From an optimization exercise on the open Yosys and OpenROAD flow, aimed at small area, a short achievable clock period and few clock cycles; shortcuts taken in it are not production practice.
Where RTL was checked, it was by simulation tests only, not by an equivalence proof against the original.

Setup of JK:
==> flow/design.v (excerpt) <==
module calendar_date_stepper
#(
    parameter int unsigned MAX_YEAR = 9999
) (
    input  logic               aclk,
    input  logic               aresetn,
    input  logic               cfg_wr_en,
    input  logic [MASK_W-1:0]  cfg_wr_data,
    input  logic               s_valid,
    output logic               s_ready,
    input  logic [1:0]         s_req_type,
    input  logic               s_step_back,
    input  logic [COUNT_W-1:0] s_step_count,
    input  logic [DAY_W-1:0]   s_load_day,
    input  logic [MONTH_W-1:0] s_load_month,
    input  logic [YEAR_W-1:0]  s_load_year,
    output logic               m_valid,
    input  logic               m_ready,
    output logic [DAY_W-1:0]   m_out_day,
    output logic [MONTH_W-1:0] m_out_month,
    output logic [YEAR_W-1:0]  m_out_year,
    output logic [WD_W-1:0]    m_weekday,
    output logic [DOY_W-1:0]   m_day_of_year,
    output logic               m_is_leap,
    output logic [DAY_W-1:0]   m_month_length,
    output logic               m_date_valid,
    output logic               m_is_weekend,
    output logic               m_range_error
);
    localparam logic signed [15:0] MAXY = 16'(MAX_YEAR);
    typedef enum logic [3:0] {
        ST_IDLE = 4'd0,
        ST_D1   = 4'd1,
        ST_D2   = 4'd2,
        ST_L    = 4'd3,
        ST_M2   = 4'd4,
        ST_G    = 4'd5,
        ST_RW   = 4'd6,
        ST_A    = 4'd7
    } state_t;
    state_t st;
    logic [4:0]  o_day;
    logic [3:0]  o_month;
    logic [13:0] o_year;
  ...
Size in the first run: about 3900 cells after synthesis, roughly 160 flip-flops, roughly 100 I/O pins, roughly 27000 sq um of cells after synthesis.
Settings: LEC_CHECK=0, ABC_AREA=1, CAP_MARGIN=20, CORE_MARGIN=2, CORE_UTILIZATION=40, SETUP_SLACK_MARGIN=0.8, SLEW_MARGIN=20; clock period 9.0 ns.
run.sh (not shown) runs the stock make flow with config.mk's settings and CLKGATE_MAP_FILE= SYNTH_SCRIPT=/design/flow/synth_recipe.tcl, a recipe that flattens the netlist after the stock synthesis.
The final report for JK shows a completed flow and a layout that fails verification, specifically setup timing.
Testbench counts of JK, summed over its fixed seeds: cycles 1,568.
The inputs of MS differ from those of JK as listed below.
--- a/flow/design.v
+++ b/flow/design.v
@@ -452,29 +452,20 @@
         else if ((wq >= 13'd3) || ((wq == 13'd2) && wc)) dys = 2'd3;
         else                      dys = wq[1:0] + 2'(wc);
     end
     logic       n_back;
     logic [3:0] n_to;
     logic [1:0] n_dys;
-    assign n_back = rback;
-    assign n_to   = mc;
-    assign n_dys  = dys;
+    assign n_back = (st == ST_A) ? cq_back : rback;
+    assign n_to   = (st == ST_A) ? mcm : mc;
+    assign n_dys  = (st == ST_A) ? 2'((mcs && !sm_hi && !sm_lo)) : dys;
     always_comb begin
         if (!n_back) nf = 4'(n_dys) - 4'(n_to == 4'd1) + 4'(o_month == 4'd1);
         else         nf = 4'(n_dys) - 4'(o_month < 4'd3) + 4'(n_to < 4'd3);
     end
     cds_pass30 u_p30 (.back(n_back), .from(o_month), .to(n_to), .hit(h30));
-    logic signed [3:0] nf_a;
-    logic              h30_a;
-    logic [1:0]        dys_a;
-    assign dys_a = 2'(mcs && !sm_hi && !sm_lo);
-    always_comb begin
-        if (!cq_back) nf_a = 4'(dys_a) - 4'(mcm == 4'd1) + 4'(o_month == 4'd1);
-        else          nf_a = 4'(dys_a) - 4'(o_month < 4'd3) + 4'(mcm < 4'd3);
-    end
-    cds_pass30 u_p30a (.back(cq_back), .from(o_month), .to(mcm), .hit(h30_a));
     assign fy = (st == ST_M2) ? ymv[13:0] : (st == ST_L) ? cq_x[22:9] : s_load_year;
     cds_div100 u_div100 (.y(fy), .q(fq), .rem(frem));
     logic               g1;
     logic signed [15:0] gy;
     logic [3:0]         gm;
     logic [4:0]         gdd;
@@ -485,14 +476,14 @@
     assign g1    = (st == ST_A);
     assign gy    = g1 ? ysm : wy;
     assign gm    = g1 ? mcm : wm;
     assign gdd   = g1 ? o_day : wdd;
     assign ga    = g1 ? asm_ : wa;
     assign grem  = g1 ? bsm : wrem;
-    assign gnfc  = g1 ? ((nf_a >= 4'sd2) ? 2'd2 : (nf_a == 4'sd1) ? 2'd1 : 2'd0) : nfc;
-    assign gh30  = g1 ? h30_a : has30;
+    assign gnfc  = g1 ? ((nf >= 4'sd2) ? 2'd2 : (nf == 4'sd1) ? 2'd1 : 2'd0) : nfc;
+    assign gh30  = g1 ? h30 : has30;
     assign gmon  = g1 ? 1'b1 : rmon;
     assign gback = g1 ? cq_back : rback;
     assign gerr  = g1 ? (sm_hi || sm_lo) : werr;
     logic        g_lp, g_lm, g_lpp, g_feb;
     logic [4:0]  g_l, g_d, g_len;
     logic        g_valid;
@@ -660,19 +651,19 @@
                 rback <= cq_back;
                 rmon  <= is_mon;
                 de    <= de_next;
                 fl_e  <= o_leap;
                 fl_m  <= s_lm;
                 fl_p  <= s_lp;
-                has30 <= h30_a;
+                has30 <= h30;
                 wc    <= mcar;
                 wdn   <= wdn_next;
                 werr  <= (is_step && !fit) || (is_mon && (sm_hi || sm_lo));
                 wq    <= is_day ? 13'(acc_acc) : n3q[12:0];
                 if (is_day) wz <= small_d ? 11'(yc400) : xe_next;
-                else        wz <= {(nf_a >= 4'sd2) ? 2'd2 : (nf_a == 4'sd1) ? 2'd1 : 2'd0, asm_, bsm};
+                else        wz <= {(nf >= 4'sd2) ? 2'd2 : (nf == 4'sd1) ? 2'd1 : 2'd0, asm_, bsm};
                 wdd <= o_day;
                 wm  <= small_m ? mcm : (cq_back ? 4'd12 - mr : mr + 4'd1);
                 wy  <= (is_mon && small_m) ? ysm : 16'(o_year);
             end
             ST_D1: begin
                 wq   <= 13'(r0);
## What came out
- Complete run, failing final checks: MS, reason setup timing.
- Changes observed in MS relative to JK: die area decreased by 2.1% relative to the old numbers; share of the clock period used by the worst path after layout went up 8.5 points; design area up 2.1%; critical path depth in cells saw an increase.
- Delta (MS minus JK): share of the core filled with cells climbed 2.1 points, cell count after synthesis dropped 97, count of clock-buffer cells in the layout dropped 1.
- Compared with JK, MS supports a lower clock frequency.
- Going from JK to MS, wire length grew slightly.
- Diff JK -> MS | area used by multi-input combinational logic | decrease of 1.1%
For MS, only the layout was checked, not whether the RTL still works.

* * *

calendar_date_stepper, a different RTL version from the one above (not shown whole).
For scale: ~3600 cells after synthesis, ~100 I/O pins, about 0.025 mm^2 of cells after synthesis.
make LEC_CHECK=0 ABC_AREA=1 CAP_MARGIN=20 CORE_MARGIN=2 CORE_UTILIZATION=40 SETUP_SLACK_MARGIN=1.0 SLEW_MARGIN=20 finish   # period 9.0 ns
Edit:
--- a/flow/design.v
+++ b/flow/design.v
@@ -218,29 +218,35 @@
     logic        o_valid;
     logic        o_wkend;
     logic        o_err;
     logic        mvalid;
     logic [8:0]  yc400;    
     logic [6:0]  mask;
     logic               rmon;     
     logic               rback;
-    logic signed [10:0] acc;
     logic signed [9:0]  de;
     logic               wc;
     logic [2:0]         wdn;
     logic signed [15:0] wy;
-    logic signed [10:0] wx;
     logic [3:0]         wm;
     logic [4:0]         wdd;
     logic               werr;
-    logic [12:0]        wq;
+    logic [12:0]        wq;       
+    logic [10:0]        wz;       
+    logic signed [10:0] acc;
+    logic signed [10:0] wx;
     logic [1:0]         wa;       
     logic [6:0]         wrem;
     logic [1:0]         nfc;
+    assign acc  = wq[10:0];
+    assign wx   = wz;
+    assign wrem = wz[6:0];
+    assign wa   = wz[8:7];
+    assign nfc  = wz[10:9];
     logic               has30;
     logic               fl_e, fl_m, fl_p;
     logic outfree;
     assign outfree = !mvalid || m_ready;
     assign s_ready = (st == ST_IDLE);
     logic        fit, is_day, is_mon, is_step, nz_cnt;
     logic [2:0]  nmod7;
     logic [3:0]  wsum;
@@ -558,55 +564,53 @@
                 yc400   <= g_yc400;
             end
         end
     end
     always_ff @(posedge aclk) begin
         unique case (st)
             ST_IDLE: begin
                 rback <= s_step_back;
-                acc   <= acc_acc[10:0];
                 de    <= de_next;
-                wx    <= small_d ? 11'(yc400) : xe_next;
                 fl_e  <= o_leap;
                 fl_m  <= s_lm;
                 fl_p  <= s_lp;
-                nfc   <= (nf >= 4'sd2) ? 2'd2 : (nf == 4'sd1) ? 2'd1 : 2'd0;
                 has30 <= h30;
                 wc    <= mcar;
                 wdn   <= wdn_next;
                 rmon  <= is_mon;
                 werr  <= (is_step && !fit) || (is_mon && (sm_hi || sm_lo));
-                wq    <= n3q[12:0];
-                wa    <= is_mon ? asm_ : fq;
-                wrem  <= is_mon ? bsm : frem;
+                wq    <= is_day ? 13'(acc_acc) : n3q[12:0];
+                if (is_day)      wz <= small_d ? 11'(yc400) : xe_next;
+                else if (is_mon) wz <= {(nf >= 4'sd2) ? 2'd2 : (nf == 4'sd1) ? 2'd1 : 2'd0, asm_, bsm};
+                else             wz <= {2'd0, fq, frem};
                 if (s_req_type == 2'd0) begin
                     wdd <= s_load_day;
                     wm  <= s_load_month;
                     wy  <= 16'(s_load_year);
                 end else begin
                     wdd <= o_day;
                     wm  <= small_m ? mcm : (s_step_back ? 4'd12 - mr : mr + 4'd1);
                     wy  <= (is_mon && small_m) ? ysm : 16'(o_year);
                 end
             end
             ST_D1: begin
-                acc  <= r0;
+                wq   <= 13'(r0);
                 wy   <= 16'(o_year) + 16'(de);
                 fl_e <= e_lp;
                 fl_m <= e_lm;
                 fl_p <= e_lpp;
             end
             ST_M2: begin
                 wy    <= 16'(yc);
                 wm    <= mc;
                 werr  <= f_hi || f_lo;
-                wa    <= f_hi ? 2'd3 : f_lo ? 2'd0 : fq;
-                wrem  <= f_hi ? 7'd99 : f_lo ? 7'd1 : frem;
-                nfc   <= (nf >= 4'sd2) ? 2'd2 : (nf == 4'sd1) ? 2'd1 : 2'd0;
+                wz    <= {(nf >= 4'sd2) ? 2'd2 : (nf == 4'sd1) ? 2'd1 : 2'd0,
+                          f_hi ? 2'd3 : f_lo ? 2'd0 : fq,
+                          f_hi ? 7'd99 : f_lo ? 7'd1 : frem};
                 has30 <= h30;
             end
             default: ;
         endcase
     end
     assign m_valid        = mvalid;
     assign m_out_day      = o_day;
     assign m_out_month    = o_month;
The changed run completed without violations.
Count of clock-buffer cells in the layout drops by 2.
Routed wire length climbs by 3.4%.
Via count drops by 0.41%.
First-iteration DRC count climbs by 2.8%.
Sequential cell count drops by 22.
Non-clock buffer count climbs by 32.
Hold slack loses 0.026 ns.
Final area drops by 0.54%.
Testbench counts after the change, summed over its fixed seeds: cycles 2,192.
The RTL of the first run of this note was laid out without a check of its function.

## re-timing with driven ports
Ports are ideal in the flow. The routed layouts listed here were re-timed in OpenROAD.
Step 1, drivers: a clkbuf_16 drives aclk and a buf_2 each remaining input, both assumed.
Step 2 also shifts input and output timing later by t, the mid clock arrival at the registers, as if the neighbouring blocks saw the same clock.
Slacks: no drivers / after step 1 / after step 2; pairs: no drivers / after step 1.
run | t (ns) | slack for setup (ns) | hold WS [ns] | worst setup path after step 2 | slew at the worst register clock pin (ns)
JK | 0.581 | -0.577 / -0.577 / -0.577 | 0.482 / 0.482 / 0.482 | register to register | 0.08 / 0.08
MS | 0.568 | -1.345 / -1.345 / -1.345 | 0.469 / 0.469 / 0.469 | register to register | 0.09 / 0.09
the first run of note 2 | 0.527 | 0.906 / 0.906 / 0.821 | 0.505 / 0.505 / 0.505 | input to register | 0.08 / 0.08
the second run of note 2 | 0.561 | 0.697 / 0.697 / 0.697 | 0.479 / 0.479 / 0.479 | register to register | 0.08 / 0.08
The setup slack of the first run of note 2, which loses most, moves by 0.000 ns with the drivers and by -0.085 ns with both steps.
